Context: an optimization exercise on an open-source flow, tuned for small area and a short achievable clock period. The choices shown serve that exercise and are no tape-out recipe.
In this exercise RTL edits were held to simulation tests only and were not proved equivalent to the original.
Power figures rest on the tool's default switching activity, not on a simulated workload.

==> zinc <==
// imem_boot
module imem_boot #(
  parameter int ADDR_W = imem_pkg::IMEM_ADDR_W,
  parameter int DATA_W = imem_pkg::IMEM_DATA_W,
  parameter int DEPTH  = imem_pkg::IMEM_DEPTH
) (
  input  logic              clk,
  input  logic              rst_n,
  input  logic              ld_valid,
  input  logic [DATA_W-1:0] ld_data,
  input  logic              ld_last,
  output logic              ld_ready,
  input  logic              reload,
  output logic              boot_done,
  output logic [ADDR_W:0]   ld_count,
  input  logic              fetch_en,
  input  logic [ADDR_W-1:0] fetch_addr,
  output logic [DATA_W-1:0] fetch_data,
  output logic              fetch_valid,
  output logic              parity_err
);
  localparam int LO_W = ADDR_W / 2;
  localparam int HI_W = ADDR_W - LO_W;
  logic              r_run;        
  logic              r_ld_ready;   
  logic [ADDR_W:0]   r_cnt;
  logic              r_vld;
  logic [4*DATA_W-1:0] r_rdata_q;    
  ...
export LEC_CHECK = 0
export CAP_MARGIN = 20
export CORE_MARGIN = 2
export CORE_UTILIZATION = 50
export CTS_CLUSTER_DIAMETER = 100
export CTS_CLUSTER_SIZE = 25
export SETUP_SLACK_MARGIN = 1.9
export SLEW_MARGIN = 20
export SYNTH_HIERARCHICAL = 1
create_clock -name core_clock -period 4.5 [get_ports {clk}]
standard.sh (not shown) runs the stock make flow with config.mk's settings and CLKGATE_MAP_FILE= SYNTH_SCRIPT=/design/flow/synth_recipe.tcl, a recipe that flattens the netlist after the stock synthesis.
==> flow/flow/run.sh <==
#!/bin/bash
# The standard layout, with the port buffers placed as sky130_fd_sc_hd__buf_4 instead of the
# buffer cell that buffer_ports picks by default (a slow delay buffer).
set -euo pipefail
bash standard.sh "BUFFER_PORTS_ARGS=-buffer_cell sky130_fd_sc_hd__buf_4" finish > standard.log 2>&1
==> cedar: changes against zinc <==
--- a/flow/design.v
+++ b/flow/design.v
@@ -13,15 +13,15 @@
 module imem_ram #(
   parameter int WIDTH = 16
 ) (
   input  logic                clk,
   input  logic [255:0]        i_we,
   input  logic [255:0]        i_hold,
   input  logic [WIDTH-1:0]    i_wdata_n,
-  input  logic [63:0]         i_lo_n,    
+  input  logic [15:0]         i_lo_n,
   input  logic [15:0]         i_hi,
   output logic [4*WIDTH-1:0]  o_rdata_q
 );
   logic [256*WIDTH-1:0] w_mem_n;
   for (genvar w = 0; w < 256; w++) begin : g_word
     for (genvar b = 0; b < WIDTH; b++) begin : g_bit
       imem_bit u_bit (
@@ -40,15 +40,15 @@
       logic [7:0]  w_l1;    
       logic [3:0]  w_l2;    
       logic        w_l3;    
       for (genvar l = 0; l < 16; l++) begin : g_col
         assign w_col_n[l] = w_mem_n[(g*16 + l)*WIDTH + b];
       end
       for (genvar k = 0; k < 8; k++) begin : g_l1
-        imem_oai22 u_g (.i_a(w_col_n[2*k +: 2]), .i_s(i_lo_n[16*(b/4) + 2*k +: 2]), .o_y(w_l1[k]));
+        imem_oai22 u_g (.i_a(w_col_n[2*k +: 2]), .i_s(i_lo_n[2*k +: 2]), .o_y(w_l1[k]));
       end
       for (genvar k = 0; k < 4; k++) begin : g_l2
         imem_nor #(.N(2)) u_g (.i_a(w_l1[2*k +: 2]), .o_y(w_l2[k]));
       end
       imem_nand #(.N(4)) u_l3 (.i_a(w_l2), .o_y(w_l3));
       imem_nand #(.N(2)) u_l4 (.i_a({i_hi[g], w_l3}), .o_y(w_gn[g]));
     end
@@ -65,33 +65,14 @@
   output logic o_q
 );
   logic r_q;
   always_ff @(posedge clk) begin
     r_q <= (i_d & i_we) | (r_q & i_hold);
   end
   assign o_q = r_q;
-endmodule
-module imem_dec4 (
-  input  logic [3:0]  i_a,
-  output logic [15:0] o_n
-);
-  logic [3:0] w_p0, w_p1;
-  imem_pre2 u_p0 (.i_a(i_a[1:0]), .o_y(w_p0));
-  imem_pre2 u_p1 (.i_a(i_a[3:2]), .o_y(w_p1));
-  for (genvar k = 0; k < 16; k++) begin : g_k
-    imem_nand #(.N(2)) u_g (.i_a({w_p1[k/4], w_p0[k%4]}), .o_y(o_n[k]));
-  end
-endmodule
-module imem_pre2 (
-  input  logic [1:0] i_a,
-  output logic [3:0] o_y
-);
-  for (genvar k = 0; k < 4; k++) begin : g_k
-    assign o_y[k] = (i_a == 2'(k));
-  end
 endmodule
 module imem_oai22 (
   input  logic [1:0] i_a,
   input  logic [1:0] i_s,
   output logic       o_y
 );
   assign o_y = !((i_a[0] | i_s[0]) & (i_a[1] | i_s[1]));
@@ -138,24 +119,24 @@
   logic              r_ld_ready;   
   logic [ADDR_W:0]   r_cnt;
   logic              r_vld;
   logic [4*DATA_W-1:0] r_rdata_q;    
   logic              w_accept;
   logic [DEPTH-1:0]  w_we;
   logic [DEPTH-1:0]  w_hold;
-  logic [4*(1<<LO_W)-1:0] w_pa;    
+  logic [(1<<LO_W)-1:0] w_pa;
   logic [(1<<HI_W)-1:0] w_pb;
   logic [4*DATA_W-1:0] w_rdata_q;
   assign w_accept = !r_run && ld_valid;
   for (genvar w = 0; w < DEPTH; w++) begin : g_we
     assign w_we[w]   = w_accept && (r_cnt[ADDR_W-1:0] == ADDR_W'(w));
     assign w_hold[w] = !(r_ld_ready && ld_valid && (r_cnt[ADDR_W-1:0] == ADDR_W'(w)));
   end
-  for (genvar c = 0; c < 4; c++) begin : g_pa
-    imem_dec4 u_dec (.i_a(fetch_addr[LO_W-1:0]), .o_n(w_pa[c*(1<<LO_W) +: (1<<LO_W)]));
+  for (genvar a = 0; a < (1 << LO_W); a++) begin : g_pa
+    assign w_pa[a] = (fetch_addr[LO_W-1:0] != LO_W'(a));    
   end
   for (genvar a = 0; a < (1 << HI_W); a++) begin : g_pb
     assign w_pb[a] = (fetch_addr[ADDR_W-1:LO_W] == HI_W'(a));
   end
   always_ff @(posedge clk or negedge rst_n) begin
     if (!rst_n) begin
       r_run      <= 1'b0;
==> onyx: changes against zinc <==
==> flow/design.v (replaced) <==
package imem_pkg;
  typedef enum logic {
    IMEM_LOAD = 1'b0,
    IMEM_RUN  = 1'b1
  } imem_state_e;
  localparam int IMEM_ADDR_W = 8;
  localparam int IMEM_DATA_W = 16;
  localparam int IMEM_DEPTH  = 256;
  function automatic logic even_par(input logic [63:0] d);
    return (^d);
  endfunction
endpackage
module imem_ram #(
  parameter int WIDTH = 16
) (
  input  logic                clk,
  input  logic [255:0]        i_we,
  input  logic [255:0]        i_hold,
  input  logic [WIDTH-1:0]    i_wdata_n,
  input  logic [511:0]        i_wl_n,
  output logic [2*WIDTH-1:0]  o_rdata_h
);
  logic [256*WIDTH-1:0] w_mem_n;
  for (genvar w = 0; w < 256; w++) begin : g_word
    for (genvar b = 0; b < WIDTH; b++) begin : g_bit
      imem_bit u_bit (
        .clk    (clk),
        .i_we   (i_we[w]),
        .i_hold (i_hold[w]),
        .i_d    (i_wdata_n[b]),
        .o_q    (w_mem_n[w*WIDTH + b])
      );
    end
  end
  for (genvar b = 0; b < WIDTH; b++) begin : g_rd
    logic [255:0] w_col_n;
    logic [127:0] w_l1;     
    logic [63:0]  w_l2;     
    logic [15:0]  w_l3;     
    logic [7:0]   w_l4;     
    for (genvar w = 0; w < 256; w++) begin : g_col
      assign w_col_n[w] = w_mem_n[w*WIDTH + b];
    end
    for (genvar k = 0; k < 128; k++) begin : g_l1
      imem_oai22 u_g (.i_a(w_col_n[2*k +: 2]), .i_s(i_wl_n[256*(b/8) + 2*k +: 2]), .o_y(w_l1[k]));
    end
    for (genvar k = 0; k < 64; k++) begin : g_l2
      imem_nor #(.N(2)) u_g (.i_a(w_l1[2*k +: 2]), .o_y(w_l2[k]));
    end
    for (genvar k = 0; k < 16; k++) begin : g_l3
      imem_nand #(.N(4)) u_g (.i_a(w_l2[4*k +: 4]), .o_y(w_l3[k]));
    end
    for (genvar k = 0; k < 8; k++) begin : g_l4
      imem_nor #(.N(2)) u_g (.i_a(w_l3[2*k +: 2]), .o_y(w_l4[k]));
    end
    for (genvar k = 0; k < 2; k++) begin : g_l5
      imem_nand #(.N(4)) u_g (.i_a(w_l4[4*k +: 4]), .o_y(o_rdata_h[k*WIDTH + b]));
    end
  end
endmodule
module imem_bit (
  input  logic clk,
  input  logic i_we,
  input  logic i_hold,
  input  logic i_d,
  output logic o_q
);
  logic r_q;
  always_ff @(posedge clk) begin
    r_q <= (i_d & i_we) | (r_q & i_hold);
  end
  assign o_q = r_q;
endmodule
module imem_oai22 (
  input  logic [1:0] i_a,
  input  logic [1:0] i_s,
  output logic       o_y
);
  assign o_y = !((i_a[0] | i_s[0]) & (i_a[1] | i_s[1]));
endmodule
module imem_nand #(
  parameter int N = 4
) (
  input  logic [N-1:0] i_a,
  output logic         o_y
);
  assign o_y = !(&i_a);
endmodule
module imem_nor #(
  parameter int N = 4
) (
  input  logic [N-1:0] i_a,
  output logic         o_y
);
  assign o_y = !(|i_a);
endmodule
module imem_or2 (
  input  logic [1:0] i_a,
  output logic       o_y
);
  assign o_y = |i_a;
endmodule
module imem_boot #(
  parameter int ADDR_W = imem_pkg::IMEM_ADDR_W,
  parameter int DATA_W = imem_pkg::IMEM_DATA_W,
  parameter int DEPTH  = imem_pkg::IMEM_DEPTH
) (
  input  logic              clk,
  input  logic              rst_n,
  input  logic              ld_valid,
  input  logic [DATA_W-1:0] ld_data,
  input  logic              ld_last,
  output logic              ld_ready,
  input  logic              reload,
  output logic              boot_done,
  output logic [ADDR_W:0]   ld_count,
  input  logic              fetch_en,
  input  logic [ADDR_W-1:0] fetch_addr,
  output logic [DATA_W-1:0] fetch_data,
  output logic              fetch_valid,
  output logic              parity_err
);
  localparam int LO_W = ADDR_W / 2;
  localparam int HI_W = ADDR_W - LO_W;
  logic              r_run;        
  logic              r_ld_ready;   
  logic [ADDR_W:0]   r_cnt;
  logic              r_vld;
  logic [2*DATA_W-1:0] r_rdata_h;    
  logic              w_accept;
  logic [DEPTH-1:0]  w_we;
  logic [DEPTH-1:0]  w_hold;
  logic [(1<<LO_W)-1:0] w_pa;
  logic [(1<<HI_W)-1:0] w_pb;
  logic [2*DEPTH-1:0] w_wl_n;    
  logic [2*DATA_W-1:0] w_rdata_h;
  assign w_accept = !r_run && ld_valid;
  for (genvar w = 0; w < DEPTH; w++) begin : g_we
    assign w_we[w]   = w_accept && (r_cnt[ADDR_W-1:0] == ADDR_W'(w));
    assign w_hold[w] = !(r_ld_ready && ld_valid && (r_cnt[ADDR_W-1:0] == ADDR_W'(w)));
  end
  for (genvar a = 0; a < (1 << LO_W); a++) begin : g_pa
    assign w_pa[a] = (fetch_addr[LO_W-1:0] == LO_W'(a));
  end
  for (genvar a = 0; a < (1 << HI_W); a++) begin : g_pb
    assign w_pb[a] = (fetch_addr[ADDR_W-1:LO_W] == HI_W'(a));
  end
  for (genvar c = 0; c < 2; c++) begin : g_wlc
    for (genvar w = 0; w < DEPTH; w++) begin : g_wl
      imem_nand #(.N(2)) u_wl (.i_a({w_pb[w / (1 << LO_W)], w_pa[w % (1 << LO_W)]}),
                               .o_y(w_wl_n[c*DEPTH + w]));
    end
  end
  always_ff @(posedge clk or negedge rst_n) begin
    if (!rst_n) begin
      r_run      <= 1'b0;
      r_ld_ready <= 1'b1;
      r_cnt      <= '0;
      r_vld      <= 1'b0;
    end else if (!r_run) begin
      r_vld <= 1'b0;
      if (ld_valid) begin
        r_cnt <= r_cnt + 1'b1;
        if (ld_last || (&r_cnt[ADDR_W-1:0])) begin
          r_run      <= 1'b1;
          r_ld_ready <= 1'b0;
        end
      end
    end else begin
      r_vld <= fetch_en && !reload;
      if (reload) begin
        r_run      <= 1'b0;
        r_ld_ready <= 1'b1;
        r_cnt      <= '0;
      end
    end
  end
  always_ff @(posedge clk) begin
    r_rdata_h <= w_rdata_h;
  end
  imem_ram #(
    .WIDTH (DATA_W)
  ) u_ram (
    .clk     (clk),
    .i_we    (w_we),
    .i_hold  (w_hold),
    .i_wdata_n (~ld_data),
    .i_wl_n  (w_wl_n),
    .o_rdata_h (w_rdata_h)
  );
  assign ld_ready    = r_ld_ready;
  assign boot_done   = r_run;
  assign ld_count    = r_cnt;
  assign fetch_valid = r_vld;
  for (genvar b = 0; b < DATA_W; b++) begin : g_out
    imem_or2 u_or (.i_a({r_rdata_h[DATA_W + b], r_rdata_h[b]}), .o_y(fetch_data[b]));
  end
  assign parity_err  = 1'b0;
endmodule
--- a/flow/config.mk
+++ b/flow/config.mk
@@ -6,10 +6,10 @@
 export NUM_CORES = 4
 export LEC_CHECK = 0
 export CAP_MARGIN = 20
 export CORE_MARGIN = 2
 export CORE_UTILIZATION = 50
 export CTS_CLUSTER_DIAMETER = 100
 export CTS_CLUSTER_SIZE = 25
-export SETUP_SLACK_MARGIN = 1.9
+export SETUP_SLACK_MARGIN = 1.8
 export SLEW_MARGIN = 20
 export SYNTH_HIERARCHICAL = 1
==> tundra: changes against zinc <==
--- a/flow/design.v
+++ b/flow/design.v
@@ -13,15 +13,15 @@
 module imem_ram #(
   parameter int WIDTH = 16
 ) (
   input  logic                clk,
   input  logic [255:0]        i_we,
   input  logic [255:0]        i_hold,
   input  logic [WIDTH-1:0]    i_wdata_n,
-  input  logic [63:0]         i_lo_n,    
+  input  logic [15:0]         i_lo_n,
   input  logic [15:0]         i_hi,
   output logic [4*WIDTH-1:0]  o_rdata_q
 );
   logic [256*WIDTH-1:0] w_mem_n;
   for (genvar w = 0; w < 256; w++) begin : g_word
     for (genvar b = 0; b < WIDTH; b++) begin : g_bit
       imem_bit u_bit (
@@ -40,15 +40,15 @@
       logic [7:0]  w_l1;    
       logic [3:0]  w_l2;    
       logic        w_l3;    
       for (genvar l = 0; l < 16; l++) begin : g_col
         assign w_col_n[l] = w_mem_n[(g*16 + l)*WIDTH + b];
       end
       for (genvar k = 0; k < 8; k++) begin : g_l1
-        imem_oai22 u_g (.i_a(w_col_n[2*k +: 2]), .i_s(i_lo_n[16*(b/4) + 2*k +: 2]), .o_y(w_l1[k]));
+        imem_oai22 u_g (.i_a(w_col_n[2*k +: 2]), .i_s(i_lo_n[2*k +: 2]), .o_y(w_l1[k]));
       end
       for (genvar k = 0; k < 4; k++) begin : g_l2
         imem_nor #(.N(2)) u_g (.i_a(w_l1[2*k +: 2]), .o_y(w_l2[k]));
       end
       imem_nand #(.N(4)) u_l3 (.i_a(w_l2), .o_y(w_l3));
       imem_nand #(.N(2)) u_l4 (.i_a({i_hi[g], w_l3}), .o_y(w_gn[g]));
     end
@@ -65,33 +65,14 @@
   output logic o_q
 );
   logic r_q;
   always_ff @(posedge clk) begin
     r_q <= (i_d & i_we) | (r_q & i_hold);
   end
   assign o_q = r_q;
-endmodule
-module imem_dec4 (
-  input  logic [3:0]  i_a,
-  output logic [15:0] o_n
-);
-  logic [3:0] w_p0, w_p1;
-  imem_pre2 u_p0 (.i_a(i_a[1:0]), .o_y(w_p0));
-  imem_pre2 u_p1 (.i_a(i_a[3:2]), .o_y(w_p1));
-  for (genvar k = 0; k < 16; k++) begin : g_k
-    imem_nand #(.N(2)) u_g (.i_a({w_p1[k/4], w_p0[k%4]}), .o_y(o_n[k]));
-  end
-endmodule
-module imem_pre2 (
-  input  logic [1:0] i_a,
-  output logic [3:0] o_y
-);
-  for (genvar k = 0; k < 4; k++) begin : g_k
-    assign o_y[k] = (i_a == 2'(k));
-  end
 endmodule
 module imem_oai22 (
   input  logic [1:0] i_a,
   input  logic [1:0] i_s,
   output logic       o_y
 );
   assign o_y = !((i_a[0] | i_s[0]) & (i_a[1] | i_s[1]));
@@ -138,24 +119,24 @@
   logic              r_ld_ready;   
   logic [ADDR_W:0]   r_cnt;
   logic              r_vld;
   logic [4*DATA_W-1:0] r_rdata_q;    
   logic              w_accept;
   logic [DEPTH-1:0]  w_we;
   logic [DEPTH-1:0]  w_hold;
-  logic [4*(1<<LO_W)-1:0] w_pa;    
+  logic [(1<<LO_W)-1:0] w_pa;
   logic [(1<<HI_W)-1:0] w_pb;
   logic [4*DATA_W-1:0] w_rdata_q;
   assign w_accept = !r_run && ld_valid;
   for (genvar w = 0; w < DEPTH; w++) begin : g_we
     assign w_we[w]   = w_accept && (r_cnt[ADDR_W-1:0] == ADDR_W'(w));
     assign w_hold[w] = !(r_ld_ready && ld_valid && (r_cnt[ADDR_W-1:0] == ADDR_W'(w)));
   end
-  for (genvar c = 0; c < 4; c++) begin : g_pa
-    imem_dec4 u_dec (.i_a(fetch_addr[LO_W-1:0]), .o_n(w_pa[c*(1<<LO_W) +: (1<<LO_W)]));
+  for (genvar a = 0; a < (1 << LO_W); a++) begin : g_pa
+    assign w_pa[a] = (fetch_addr[LO_W-1:0] != LO_W'(a));    
   end
   for (genvar a = 0; a < (1 << HI_W); a++) begin : g_pb
     assign w_pb[a] = (fetch_addr[ADDR_W-1:LO_W] == HI_W'(a));
   end
   always_ff @(posedge clk or negedge rst_n) begin
     if (!rst_n) begin
       r_run      <= 1'b0;
==> flow/config.mk (replaced) <==
export PLATFORM = sky130hd
export DESIGN_NAME = imem_boot
export DESIGN_NICKNAME = imem_boot
export VERILOG_FILES = /design/flow/design.v
export SDC_FILE = /design/flow/constraint.sdc
export NUM_CORES = 4
export LEC_CHECK = 0
export CAP_MARGIN = 20
export CORE_MARGIN = 2
export CORE_UTILIZATION = 60
export CTS_CLUSTER_DIAMETER = 100
export CTS_CLUSTER_SIZE = 25
export SETUP_SLACK_MARGIN = 1.8
export SLEW_MARGIN = 20
export SYNTH_HIERARCHICAL = 1
==> notes <==
tundra passed the timing, design-rule and antenna checks. zinc finished with timing, DRC and antenna clean. onyx passed the timing, design-rule and antenna checks. cedar finished with timing, DRC and antenna clean.
Against cedar, the worst setup slack of zinc is worse by 0.11 ns.
Between onyx and cedar, the lower combinational power is in onyx (gap about 40%, measured against cedar).
Maximum frequency: onyx > tundra > cedar > zinc.
Sequential share of layout area: zinc < cedar < onyx < tundra.
Of cedar and onyx, cedar has the higher register-to-register slack (gap 0.20 ns).
In onyx the power is lower than in zinc, by 6.9%.
Die area: tundra < cedar < zinc < onyx.
Non-clock buffer count, highest first: cedar, zinc, tundra, onyx.
Clock skew: cedar > onyx > zinc > tundra.
The highest global-route usage belongs to zinc, the lowest to cedar.

-- afterwards: timing with drivers on the ports --
The flow's constraints put no driver on any port. The routed layouts listed below were extracted and timed again, unchanged, in two steps.
Step 1: set_driving_cell puts a clkbuf_16 on clk and a buf_2 on each other input, an assumption about the parent block.
Step 2 times the ports against the registers' clock, not the clock port: input delays grow and output delays shrink by t, the midpoint of the rising clock arrivals with the driver on.
Three values: ideal, step 1, step 2; two values: the first two.
| run | t (ns) | setup slack, ns | clock arrival spread, ns | worst register clock-pin slew, ns | worst data-port slew with drivers (ns) |
|---|---|---|---|---|---|
| zinc | 1.068 | 1.506 / 1.410 / 0.342 | 0.061 / 0.062 | 0.11 / 0.11 | 0.21 |
| cedar | 1.045 | 1.611 / 1.672 / 0.640 | 0.052 / 0.052 | 0.11 / 0.11 | 0.16 |
| onyx | 1.026 | 1.626 / 1.626 / 0.635 | 0.053 / 0.053 | 0.11 / 0.11 | 0.21 |
| tundra | 1.010 | 1.626 / 1.626 / 0.729 | 0.039 / 0.039 | 0.12 / 0.12 | 0.05 |
After both steps setup and hold are still met in every run listed. The setup slack of zinc, which loses most, moves by -0.096 ns with the drivers and by -1.164 ns with both steps.
